Source: an optimization exercise on an open RTL-to-GDS flow (aim: small area). Production flows keep margins and buffers that such runs may drop. The RTL was checked by simulation tests, not by an equivalence proof against the original design. No driver is modelled on the clock port, so clocking that relies on it looks cheaper here than on a real chip. Power is estimated from default activity; no workload was simulated.

north:
==> flow/design.v (excerpt) <==
module regfile_2r2w (
    input  logic        clk,
    input  logic        rst_n,
    input  logic [9:0]  rd_addr,     
    output logic [63:0] rd_data,     
    output logic [1:0]  rd_busy,
    input  logic [1:0]  wr_en,
    input  logic [9:0]  wr_addr,     
    input  logic [63:0] wr_data,     
    input  logic        rsv_en,
    input  logic [4:0]  rsv_addr,
    input  logic        flush,
    output logic [5:0]  busy_count
);
    logic [31:0] wd0, wd1n;
    logic [3:0]  wlo [2];          
    logic [7:0]  whi [2];          
    logic [3:0]  rlo [2];          
    logic [7:0]  rhi [2];
    logic [3:0]  slo;              
    logic [7:0]  shi;
    logic        flush_n;
    logic [31:1] hn, w0n, w1;      
    logic [31:1] valid;            
    logic [31:1] vis;              
    logic [31:1] busy, busy_d;
    logic [31:1] free;             
    logic [31:0] q  [1:31];        
    logic [31:0] dn [1:31];        
    assign wd0  = wr_data[31:0];
    assign wd1n = ~wr_data[63:32];
    for (genvar j = 0; j < 2; j++) begin : g_dec
        rf_predec2p u_wlo (.a(wr_addr[5*j +: 2]), .en(wr_en[j]), .y(wlo[j]));
        rf_predec3p u_whi (.a(wr_addr[5*j+2 +: 3]), .y(whi[j]));
        rf_predec2p u_rlo (.a(rd_addr[5*j +: 2]), .en(rst_n), .y(rlo[j]));
        rf_predec3p u_rhi (.a(rd_addr[5*j+2 +: 3]), .y(rhi[j]));
    end
    assign flush_n = ~flush;
    rf_predec2p u_slo (.a(rsv_addr[1:0]), .en(rsv_en & flush_n), .y(slo));
    rf_predec3p u_shi (.a(rsv_addr[4:2]), .y(shi));
    for (genvar k = 1; k < 32; k++) begin : g_reg
        rf_wctrl u_wctrl (
            .lo0(wlo[0][k%4]), .hi0(whi[0][k/4]),
            .lo1(wlo[1][k%4]), .hi1(whi[1][k/4]),
            .hn(hn[k]), .w0n(w0n[k]), .w1(w1[k])
        );
        rf_word_next u_next (
            .q(q[k]), .d0(wd0), .d1n(wd1n),
            .hn(hn[k]), .w0n(w0n[k]), .w1(w1[k]),
            .d(dn[k])
        );
        rf_vis u_vis (.valid(valid[k]), .hn(hn[k]), .vis(vis[k]));
        rf_busy_next u_busy (
            .busy(busy[k]), .hn(hn[k]),
            .slo(slo[k%4]), .shi(shi[k/4]),
  ...
Size in the first run: ~4,900 cells after synthesis, roughly 1,100 flip-flops, ~170 I/O pins, ~0.047 mm2 of cells after synthesis.
==> flow/config.mk <==
export PLATFORM = sky130hd
export DESIGN_NAME = regfile_2r2w
export DESIGN_NICKNAME = regfile_2r2w
export VERILOG_FILES = /design/flow/design.v
export SDC_FILE = /design/flow/constraint.sdc
export NUM_CORES = 8
export LEC_CHECK = 0
export CAP_MARGIN = 20
export CORE_MARGIN = 2
export CORE_UTILIZATION = 50
export GPL_TIMING_DRIVEN = 0
export PLACE_DENSITY = 0.6
export SETUP_SLACK_MARGIN = 0.2
export SLEW_MARGIN = 10
export SYNTH_HIERARCHICAL = 1
export SYNTH_MINIMUM_KEEP_SIZE = 0
==> flow/constraint.sdc <==
create_clock -name core_clock -period 8.0 [get_ports {clk}]
set_input_delay 1.6000 -clock core_clock [delete_from_list [all_inputs] [get_ports {clk}]]
set_output_delay 1.6000 -clock core_clock [all_outputs]
set_load 0.01 [all_outputs]
standard.sh (not shown) runs the stock make flow with config.mk's settings and CLKGATE_MAP_FILE= SYNTH_SCRIPT=/design/flow/synth_recipe.tcl, a recipe that flattens the netlist after the stock synthesis.
==> flow/flow/run.sh <==
#!/bin/bash
# Own layout flow: the standard ORFS flow (standard synthesis unchanged),
# with layout-only settings changed:
#  - gates start the layout at drive strength 1 (flow/downsize.tcl, run at the
#    end of floorplan, which also removes synthesis buffers);
#  - after placement, flow/size_drivers.tcl sizes up the drivers of nets with
#    slow slews before repair_design, which then has little left to buffer;
#  - port buffers are buf_1;
#  - the clock tree uses clkbuf_4 buffers over small sink clusters,
#    without dummy loads; flow/post_cts.tcl then sizes up any leaf buffer whose
#    flip-flop clock pins would see too slow a slew.
set -euo pipefail
here=$(pwd)
bash standard.sh \
    "POST_FLOORPLAN_TCL=$here/flow/downsize.tcl" \
    "PRE_RESIZE_TCL=$here/flow/size_drivers.tcl" \
    "POST_CTS_TCL=$here/flow/post_cts.tcl" \
    "BUFFER_PORTS_ARGS=-buffer_cell sky130_fd_sc_hd__buf_1" \
    "CTS_ARGS=-sink_clustering_enable -repair_clock_nets -dont_use_dummy_load -buf_list {sky130_fd_sc_hd__clkbuf_4} -sink_clustering_size 14 -sink_clustering_max_diameter 80" \
    finish > standard_flow.log 2>&1
Other scripts of this flow, unchanged in this note and not shown: flow/flow/downsize.tcl, flow/flow/post_cts.tcl, flow/flow/size_drivers.tcl
Changes in south relative to north:
# north
export LEC_CHECK = 0
export CAP_MARGIN = 20
export CORE_MARGIN = 2
export CORE_UTILIZATION = 50
export GPL_TIMING_DRIVEN = 0
export PLACE_DENSITY = 0.6
export SETUP_SLACK_MARGIN = 0.2
export SLEW_MARGIN = 10
export SYNTH_HIERARCHICAL = 1
export SYNTH_MINIMUM_KEEP_SIZE = 0
create_clock -name core_clock -period 8.0 [get_ports {clk}]
# south
export LEC_CHECK = 0
export CAP_MARGIN = 20
export CORE_MARGIN = 2
export CORE_UTILIZATION = 55
export GPL_TIMING_DRIVEN = 0
export PLACE_DENSITY = 0.65
export SETUP_SLACK_MARGIN = 0.2
export SLEW_MARGIN = 10
export SYNTH_HIERARCHICAL = 1
export SYNTH_MINIMUM_KEEP_SIZE = 0
create_clock -name core_clock -period 8.0 [get_ports {clk}]
==> run notes <==
Having completed the whole flow, south delivered a layout that passed the timing, design-rule and antenna checks. Logic depth of the worst register-to-register path: south vs north identical. Taking north as the reference, in south die area dropped about 9%, upper clock frequency limit increased by about 1.5% relative to the old numbers, worst setup slack before clock tree synthesis went up. Compared with north, south shows vertical die dimension that has gone down by a few percent. Relative to north, clock network fraction of total power has decreased by 0.2 points in south. From north to south the numbers moved as follows: final cell count went down by about 1.9%, layout-stage area growth over the synthesis result went down by 0.37 points.

## afterwards: timing with drivers on the ports
The flow's constraints put no driver on any port. The routed layouts listed below were extracted and timed again, unchanged, in two steps.
Step 1 sets driving cells, clkbuf_16 on the clock port and buf_2 on the other inputs (assumed; they add their load-dependent delay and slew).
Step 2 moves the port delays by t, midway between the first and last clock arrival at a register: inputs arrive t later, outputs are due t later. That takes back most of the time a late clock gives input paths.
Slacks: no drivers / after step 1 / after step 2; pairs: no drivers / after step 1.
| run | shift t [ns] | slack for setup (ns) | worst setup path at the end | latest minus earliest clock arrival (ns) |
|---|---|---|---|---|
| north | 1.151 | 0.211 / 0.054 / 0.054 | input to output | 0.096 / 0.095 |
| south | 1.033 | 0.330 / 0.307 / 0.307 | input to output | 0.117 / 0.118 |
After both steps setup and hold are still met in every run listed. For north, which loses most, drivers alone change the setup slack by -0.157 ns; drivers and shift together by -0.157 ns.
